This is an optimization exercise on Yosys and OpenROAD, whose aim is small area and a short achievable clock period, not a production implementation.
Only simulation tests tie the RTL to the original design; equivalence was not proved.
No driver is modelled on the clock port, so clocking that relies on it looks cheaper here than on a real chip.
Power figures rest on the tool's default switching activity, not on a simulated workload.

== v5 ==
==> module drive_datapath, before the edit <==
module drive_datapath #(
    parameter int NUM_BANK = 4
) (
    input  logic                                clk,
    input  logic                                rst_i,
    input  logic                                update_pc_i,
    input  logic [NUM_BANK-1:0]                 bank_wr_sel_i,
    input  logic                                inst_wr_en_i,
    input  logic [drive_pkg::PC_W-1:0]          inst_wr_addr_i,
    input  logic [drive_pkg::INST_W-1:0]        inst_wr_data_i,
    input  logic                                env_wr_en_i,
    input  logic [drive_pkg::ENV_ADDR_W-1:0]    env_wr_addr_i,
    input  logic [drive_pkg::AMP_W-1:0]         env_wr_data_i,
    output logic [NUM_BANK-1:0]                 bank_busy_o,
    output logic                                valid_o,
    output logic [drive_pkg::IQ_SUM_W-1:0]      i_o,
    output logic [drive_pkg::IQ_SUM_W-1:0]      q_o
);
    logic [NUM_BANK-1:0]        play;
    logic [NUM_BANK-1:0]        rz;
    logic [NUM_BANK*10-1:0]     arg;
    logic [NUM_BANK-1:0]        busy;
    logic [NUM_BANK-1:0]        busy_lane;
    logic [NUM_BANK*2-1:0]      quad;
    logic [NUM_BANK*AMP_W-1:0]  sample;
    logic [NUM_BANK*ENV_ADDR_W-1:0] start_d;
    logic [NUM_BANK-1:0]        env_pend_en_q;
    logic [ENV_ADDR_W-1:0]      env_pend_addr_q [NUM_BANK];
    logic [AMP_W-1:0]           env_pend_data_q;
    always_ff @(posedge clk) begin
        env_pend_en_q   <= {NUM_BANK{env_wr_en_i}} & bank_wr_sel_i;
        for (int k = 0; k < NUM_BANK; k++) begin
            if (env_wr_en_i && bank_wr_sel_i[k]) begin
                env_pend_addr_q[k] <= env_wr_addr_i;
            end
        end
        env_pend_data_q <= env_wr_data_i;
    end
    drive_inst_fetch #(
        .NUM_BANK(NUM_BANK)
    ) u_fetch (
        .clk(clk),
        .rst_i(rst_i),
        .update_pc_i(update_pc_i),
        .bank_wr_sel_i(bank_wr_sel_i),
        .inst_wr_en_i(inst_wr_en_i),
        .inst_wr_addr_i(inst_wr_addr_i),
        .inst_wr_data_i(inst_wr_data_i),
        .play_o(play),
        .rz_o(rz),
        .arg_o(arg),
        .start_d_o(start_d)
    );
    genvar b;
    generate
        for (b = 0; b < NUM_BANK; b++) begin : g_bank
            logic [ENV_ADDR_W-1:0]  ra;
            logic [7:0]             ra_lo;
            drive_sequencer u_seq (
                .clk(clk),
                .rst_i(rst_i),
                .play_i(play[b]),
                .rz_i(rz[b]),
                .arg_i(arg[b*10 +: 10]),
                .start_d_i(start_d[b*ENV_ADDR_W +: ENV_ADDR_W]),
                .busy_o(busy[b]),
                .busy_lane_o(busy_lane[b]),
                .busy_out_o(bank_busy_o[b]),
                .ra_o(ra),
                .ra_lo_o(ra_lo),
                .quadrant_o(quad[2*b +: 2])
            );
            drive_iq_modulator u_mod (
                .clk(clk),
                .env_wr_en_i(env_wr_en_i & bank_wr_sel_i[b]),
                .env_wr_addr_i(env_wr_addr_i),
                .env_wr_data_i(env_wr_data_i),
                .pend_en_i(env_pend_en_q[b]),
                .pend_addr_i(env_pend_addr_q[b]),
                .pend_data_i(env_pend_data_q),
                .ra_i(ra),
                .ra_lo_i(ra_lo),
                .sample_o(sample[b*AMP_W +: AMP_W])
            );
        end
    endgenerate
    drive_bank_sum #(
        .NUM_BANK(NUM_BANK)
    ) u_sum (
        .clk(clk),
        .rst_i(rst_i),
        .busy_i(busy_lane),
        .quad_i(quad),
        .sample_i(sample),
        .valid_o(valid_o),
        .i_o(i_o),
        .q_o(q_o)
    );
endmodule
Settings: LEC_CHECK=0, CAP_MARGIN=20, CORE_MARGIN=2, CORE_UTILIZATION=60, PLACE_DENSITY=0.72, SETUP_SLACK_MARGIN=4.2, SLEW_MARGIN=20; clock period 7.0 ns.
standard.sh (not shown) runs the stock make flow with config.mk's settings and CLKGATE_MAP_FILE= SYNTH_SCRIPT=/design/flow/synth_recipe.tcl, a recipe that flattens the netlist after the stock synthesis.
==> flow/flow/run.sh <==
#!/bin/bash
# Standard ORFS layout with two changes:
#  - clock tree: larger sink clusters and no dummy loads
#  - after CTS, a second setup repair pass with a plain move sequence
# make's full output goes to flow_make.log; each ORFS step logs under orfs/logs.
set -euo pipefail
here=$(pwd)
bash standard.sh \
  CTS_ARGS="-sink_clustering_enable -repair_clock_nets -sink_clustering_size 30 -sink_clustering_max_diameter 80 -dont_use_dummy_load" \
  POST_CTS_TCL="$here/flow/post_cts.tcl" \
  finish > "$here/flow_make.log" 2>&1
==> flow/flow/post_cts.tcl <==
# Second setup repair after CTS. The default pass stops early on paths the
# first moves of its sequence cannot improve; sizing and buffering alone
# fixes most of what it leaves.
estimate_parasitics -placement
repair_timing -setup -setup_margin $::env(SETUP_SLACK_MARGIN) -repair_tns 100 \
  -match_cell_footprint -sequence "sizeup,buffer,swap" -verbose
detailed_placement
check_placement -verbose
estimate_parasitics -placement
report_worst_slack
report_design_area
Modified inputs, v8 compared to v5
-- flow/design.v --
<<< v5, line 307
    logic [NUM_BANK*ENV_ADDR_W-1:0] start_d;
    logic [NUM_BANK-1:0]        env_pend_en_q;
    logic [ENV_ADDR_W-1:0]      env_pend_addr_q [NUM_BANK];
    logic [AMP_W-1:0]           env_pend_data_q;
    always_ff @(posedge clk) begin
        env_pend_en_q   <= {NUM_BANK{env_wr_en_i}} & bank_wr_sel_i;
        for (int k = 0; k < NUM_BANK; k++) begin
            if (env_wr_en_i && bank_wr_sel_i[k]) begin
                env_pend_addr_q[k] <= env_wr_addr_i;
            end
        end
        env_pend_data_q <= env_wr_data_i;
    end
>>> v8, line 307
    logic [NUM_BANK*ENV_ADDR_W-1:0] start_d;
    logic [NUM_BANK-1:0]        env_pend_en_q;
    logic [ENV_ADDR_W-1:0]      env_pend_addr_q;
    logic [AMP_W-1:0]           env_pend_data_q;
    always_ff @(posedge clk) begin
        env_pend_en_q   <= {NUM_BANK{env_wr_en_i}} & bank_wr_sel_i;
        env_pend_addr_q <= env_wr_addr_i;
        env_pend_data_q <= env_wr_data_i;
    end
<<< v5, line 358
                .env_wr_data_i(env_wr_data_i),
                .pend_en_i(env_pend_en_q[b]),
                .pend_addr_i(env_pend_addr_q[b]),
                .pend_data_i(env_pend_data_q),
                .ra_i(ra),
>>> v8, line 354
                .env_wr_data_i(env_wr_data_i),
                .pend_en_i(env_pend_en_q[b]),
                .pend_addr_i(env_pend_addr_q),
                .pend_data_i(env_pend_data_q),
                .ra_i(ra),
Findings:
- Re share of synthesized area occupied by flip-flops and latches: v8 is 0.39 points down on v5.
- Per the comparison of v8 with v5, final design instance area without fill stayed essentially flat, power dissipated by switching net loads stayed essentially flat.
- v8: flip-flop and latch count is about 0.5% lower than what v5 reported.
- When the final numbers for v5 and v8 were put side by side, the share of the core filled with cells in the final layout turned out to be smaller in v5.
- Comparing total track usage for v5 and v8, the bigger number came from v8.
- When v8 is measured against v5, its worst setup slack turns out 160 ps lower.

==> afterwards: timing with drivers on the ports <==
The results above use ideal ports. As a check the final layouts listed here were re-extracted and re-timed, cells and wires unchanged. Step 1 sets driving cells, clkbuf_16 on the clock port and buf_2 on the other inputs (assumed; they add their load-dependent delay and slew). Step 2 adds t to the input delays and takes it off the output delays; t is the mean of the earliest and latest rising clock arrival at the registers after step 1. Input paths then give back, and output paths get back, about the clock's delay inside the block. Slacks: ideal ports / drivers / drivers and shift; pairs: ideal ports / drivers.
| run | t (ns) | setup slack, ns | pins driven straight from the clock port |
|---|---|---|---|
| v5 | 0.909 | 4.123 / 4.123 / 3.377 | 1 |
| v8 | 0.914 | 3.960 / 3.960 / 3.384 | 1 |
After both steps every run listed still meets setup and hold. For v5, which loses most, drivers alone change the setup slack by 0.000 ns; drivers and shift together by -0.746 ns.
